Background: an optimization exercise with open tools, aiming at small area and a short achievable clock period. Do not read the settings as production practice.
Where RTL was checked, it was by simulation tests only, not by an equivalence proof against the original.
Power figures rest on the tool's default switching activity, not on a simulated workload.

==> inputs of run B <==
==> flow/design.v (excerpt) <==
module fpu_top (
	input  logic                        clk,
	input  logic                        arst_n,
	input  logic [fpu_pkg::FLOAT_W-1:0] opa,
	input  logic [fpu_pkg::FLOAT_W-1:0] opb,
	input  logic [1:0]                  fpu_op,    
	input  logic [1:0]                  rmode,     
	output logic [fpu_pkg::FLOAT_W-1:0] out,
	output logic                        inf,
	output logic                        snan,
	output logic                        qnan,
	output logic                        ine,
	output logic                        overflow,
	output logic                        underflow,
	output logic                        zero
);
Settings: LEC_CHECK=0, ABC_AREA=1, CAP_MARGIN=20, CORE_MARGIN=2, CORE_UTILIZATION=40, SLEW_MARGIN=20; clock period 8.5 ns.
standard.sh (not shown) runs the stock make flow with config.mk's settings and CLKGATE_MAP_FILE= SYNTH_SCRIPT=/design/flow/synth_recipe.tcl, a recipe that flattens the netlist after the stock synthesis.
==> flow/flow/run.sh <==
#!/bin/bash
set -euo pipefail
bash standard.sh SETUP_SLACK_MARGIN=5.5 finish > standard.log 2>&1
==> run P (differences from run B) <==
==> flow/run.sh (new file) <==
#!/bin/bash
# synth_recipe.tcl (not shown) runs the flow's synth.tcl, then flattens the netlist and writes it again
# the make line also repeats each setting of config.mk as NAME=value (left out here)
make -C /OpenROAD-flow-scripts/flow DESIGN_CONFIG=/design/flow/config.mk WORK_HOME=/design/flow/orfs CLKGATE_MAP_FILE= SYNTH_SCRIPT=/design/flow/synth_recipe.tcl finish
--- a/flow/config.mk
+++ b/flow/config.mk
@@ -10,3 +10,5 @@
 export CORE_MARGIN = 2
-export CORE_UTILIZATION = 40
+export CORE_UTILIZATION = 60
+export PLACE_DENSITY = 0.75
+export SETUP_SLACK_MARGIN = 5
 export SLEW_MARGIN = 20
removed: flow/flow/run.sh
removed: flow/standard.sh
==> run Y (differences from run B) <==
==> flow/flow/run.sh (replaced) <==
#!/bin/bash
# The standard layout with config.mk's settings, but plain buffers (not the
# delay cells buffer_ports picks by default) on the input and output ports.
set -euo pipefail
bash standard.sh "BUFFER_PORTS_ARGS=-buffer_cell sky130_fd_sc_hd__buf_1" finish > standard.log 2>&1
--- a/flow/config.mk
+++ b/flow/config.mk
@@ -11,2 +11,3 @@
 export CORE_UTILIZATION = 40
+export SETUP_SLACK_MARGIN = 5
 export SLEW_MARGIN = 20
==> comparison table <==
                                                                                           run P                    run Y                    run B
Run status                                                               complete, no violations  complete, no violations  complete, no violations
Gate power share                                                                           0.640                    0.624                    0.693
Total of plain and repair buffers excluding clock buffers                                    285                      262                      385
Antenna violations before repair                                                               2                        4                        1
Post-route clock skew                                                                    11.1 ps                  31.6 ps                  23.6 ps
Worst Hold End                                                                  exp_n[9]$_DFF_P_        spec_a[4]$_DFF_P_       rmode_n[1]$_DFF_P_
Final instance area                                                                 35,800 sq um             35,300 sq um             41,200 sq um
Vias in the first global route                                                            27,400                   25,900                   27,500
Final critical delay including setup and external delays                                 3580 ps                  3500 ps                  3510 ps
DR vias/cell                                                                                6.30                     5.57                     5.70
Post-synthesis to final-layout area growth                                                 17.7%                    16.0%                    35.2%
Data arrival time at the worst-slack endpoint                                            3990 ps                  3920 ps                  3940 ps
Worst hold path startpoint                                                      exp_a[9]$_DFF_P_        spec_p[4]$_DFF_P_       rmode_a[1]$_DFF_P_
Required time at the worst-slack endpoint                                                8910 ps                  8920 ps                  8920 ps
Wire length after detailed routing                                                        105 mm                   101 mm                   113 mm
Pwr Density                                                                          369 nW/um^2              364 nW/um^2              384 nW/um^2
Number of buffers inserted to repair setup after CTS                                          61                       52                      161
R2r setup slk                                                                            4920 ps                  5000 ps                  4990 ps
Wire length of the first global-routing pass                                              154 mm                   152 mm                   165 mm
Launch instance of the worst register-to-register path                         opa_r[20]$_DFF_P_         bx1_r[7]$_DFF_P_        bx1_r[10]$_DFF_P_
End of the worst register-to-register path                                      s1_p[28]$_DFF_P_         s1_p[32]$_DFF_P_         s1_p[26]$_DFF_P_
Iter 0 DRT Violations                                                                      4,215                    2,605                    2,637
Clock slew at the register clock pins of the worst setup and hold paths                    60 ps                    80 ps                    60 ps

* * *

==> inputs of build 85 <==
fpu_top, a different RTL version from the one above (not shown whole).
## fpu_top
module fpu_top (
	input  logic                        clk,
	input  logic                        arst_n,
	input  logic [fpu_pkg::FLOAT_W-1:0] opa,
	input  logic [fpu_pkg::FLOAT_W-1:0] opb,
	input  logic [1:0]                  fpu_op,    
	input  logic [1:0]                  rmode,     
	output logic [fpu_pkg::FLOAT_W-1:0] out,
	output logic                        inf,
	output logic                        snan,
	output logic                        qnan,
	output logic                        ine,
	output logic                        overflow,
	output logic                        underflow,
	output logic                        zero
);
	logic [31:0]       opa_r, opb_r;
	logic              mul_r, sub_r;
	logic [1:0]        rmode_r;
	logic [11:0]       bx1, bx2, bneg, bx1_r, bx2_r, bneg_r;
	logic              abig, abig_r, anorm_r, bnorm_r;
	logic [7:0]        diff, diff_r;
	logic [47:MUL_K]   pp0, pp1, pp2, pp3, rows0, rows1;
	logic              lo_carry, lo_zero, lc_p, lzero_p;
	logic [27:0]       as0, as1;
	logic [7:0]        exp_big;
	logic              sign_as, zsign_d;
	logic              nan_d, inf_d, zero_d, ssign_d, snan_d;
	logic [47:MUL_K]   s0_p, s1_p, s2_p, s3_p;
	logic signed [9:0] exp_p;
	logic              sign_p, zsign_p;
	logic [1:0]        rmode_p;
	logic [4:0]        spec_p;
	logic [27:0]       x_d, x_a;
	logic              ls_d, ls_a;
	logic signed [9:0] exp_a;
	logic              sign_a, zsign_a;
	logic [1:0]        rmode_a;
	logic [4:0]        spec_a;
	logic [22:0]       mant_d, mant_n;
  ...
==> flow/config.mk <==
export PLATFORM = sky130hd
export DESIGN_NAME = fpu_top
export DESIGN_NICKNAME = fpu_top
export VERILOG_FILES = /design/flow/design.v
export SDC_FILE = /design/flow/constraint.sdc
export NUM_CORES = 4
export LEC_CHECK = 0
export CAP_MARGIN = 20
export CORE_MARGIN = 2
export CORE_UTILIZATION = 40
export SLEW_MARGIN = 20
==> flow/constraint.sdc <==
create_clock -name core_clock -period 8.5 [get_ports {clk}]
set_input_delay 1.7000 -clock core_clock [delete_from_list [all_inputs] [get_ports {clk}]]
set_output_delay 1.7000 -clock core_clock [all_outputs]
set_load 0.01 [all_outputs]
==> flow/flow/run.sh <==
#!/bin/bash
set -euo pipefail
bash standard.sh SETUP_SLACK_MARGIN=5.7 finish > standard.log 2>&1
==> build 49: changes against build 85 <==
==> flow/run.sh (new file) <==
#!/bin/bash
# synth_recipe.tcl (not shown) runs the flow's synth.tcl, then flattens the netlist and writes it again
# the make line also repeats each setting of config.mk as NAME=value (left out here)
make -C /OpenROAD-flow-scripts/flow DESIGN_CONFIG=/design/flow/config.mk WORK_HOME=/design/flow/orfs CLKGATE_MAP_FILE= SYNTH_SCRIPT=/design/flow/synth_recipe.tcl finish
--- a/flow/config.mk
+++ b/flow/config.mk
@@ -5,7 +5,9 @@
 export SDC_FILE = /design/flow/constraint.sdc
 export NUM_CORES = 4
 export LEC_CHECK = 0
+export ABC_AREA = 1
 export CAP_MARGIN = 20
 export CORE_MARGIN = 2
 export CORE_UTILIZATION = 40
+export SETUP_SLACK_MARGIN = 5
 export SLEW_MARGIN = 20
removed: flow/flow/run.sh
removed: flow/standard.sh
==> qor summary <==
item	build 85	build 49
Multi-input combinational gate total	2,422	2,551
Outcome	finished clean	finished clean
Post-CTS setup buffers	179	65
Met2 track demand over resource in global routing	0.4280	0.3797
Routability cong.	0.9062	0.9591
Area of the placeable core	78,610 µm²	76,200 µm²
Logic pwr share	0.700	0.675
Compound-cell area share of the yosys netlist	0.1781	0.1519
Placement-stage cell area	33,950 µm²	32,830 µm²
Clk pwr share	0.118	0.134
Peak clock frequency supported by timing	270.4 MHz	254.5 MHz
Power Sequential	3250 µW	3130 µW
Utilization after layout	0.5353	0.4782
Final hold slack	324.0 ps	324.2 ps
Function was not checked in any run of this note: the RTL went through the layout flow alone.

## separate check: timing with driven ports
In the flow no input, the clock included, has a driving cell. The finished layouts below were timed again as built, in two steps. Step 1 sets driving cells, clkbuf_16 on the clock port and buf_2 on the other inputs (assumed; they add their load-dependent delay and slew). Step 2 times the ports against the registers' clock, not the clock port: input delays grow and output delays shrink by t, the midpoint of the rising clock arrivals with the driver on. Slacks: no drivers / after step 1 / after step 2; pairs: no drivers / after step 1.
run	t (ns)	setup WS [ns]	latest minus earliest clock arrival (ns)
run B	0.655	4.986 / 4.986 / 4.587	0.025 / 0.025
run P	0.669	4.920 / 4.920 / 4.493	0.012 / 0.012
run Y	0.641	5.003 / 5.003 / 4.491	0.032 / 0.032
build 85	0.674	4.802 / 4.802 / 4.395	0.065 / 0.065
build 49	0.668	4.571 / 4.571 / 4.456	0.056 / 0.056
After both steps every run listed still meets setup and hold. The setup slack of run Y, which loses most, moves by 0.000 ns with the drivers and by -0.512 ns with both steps.
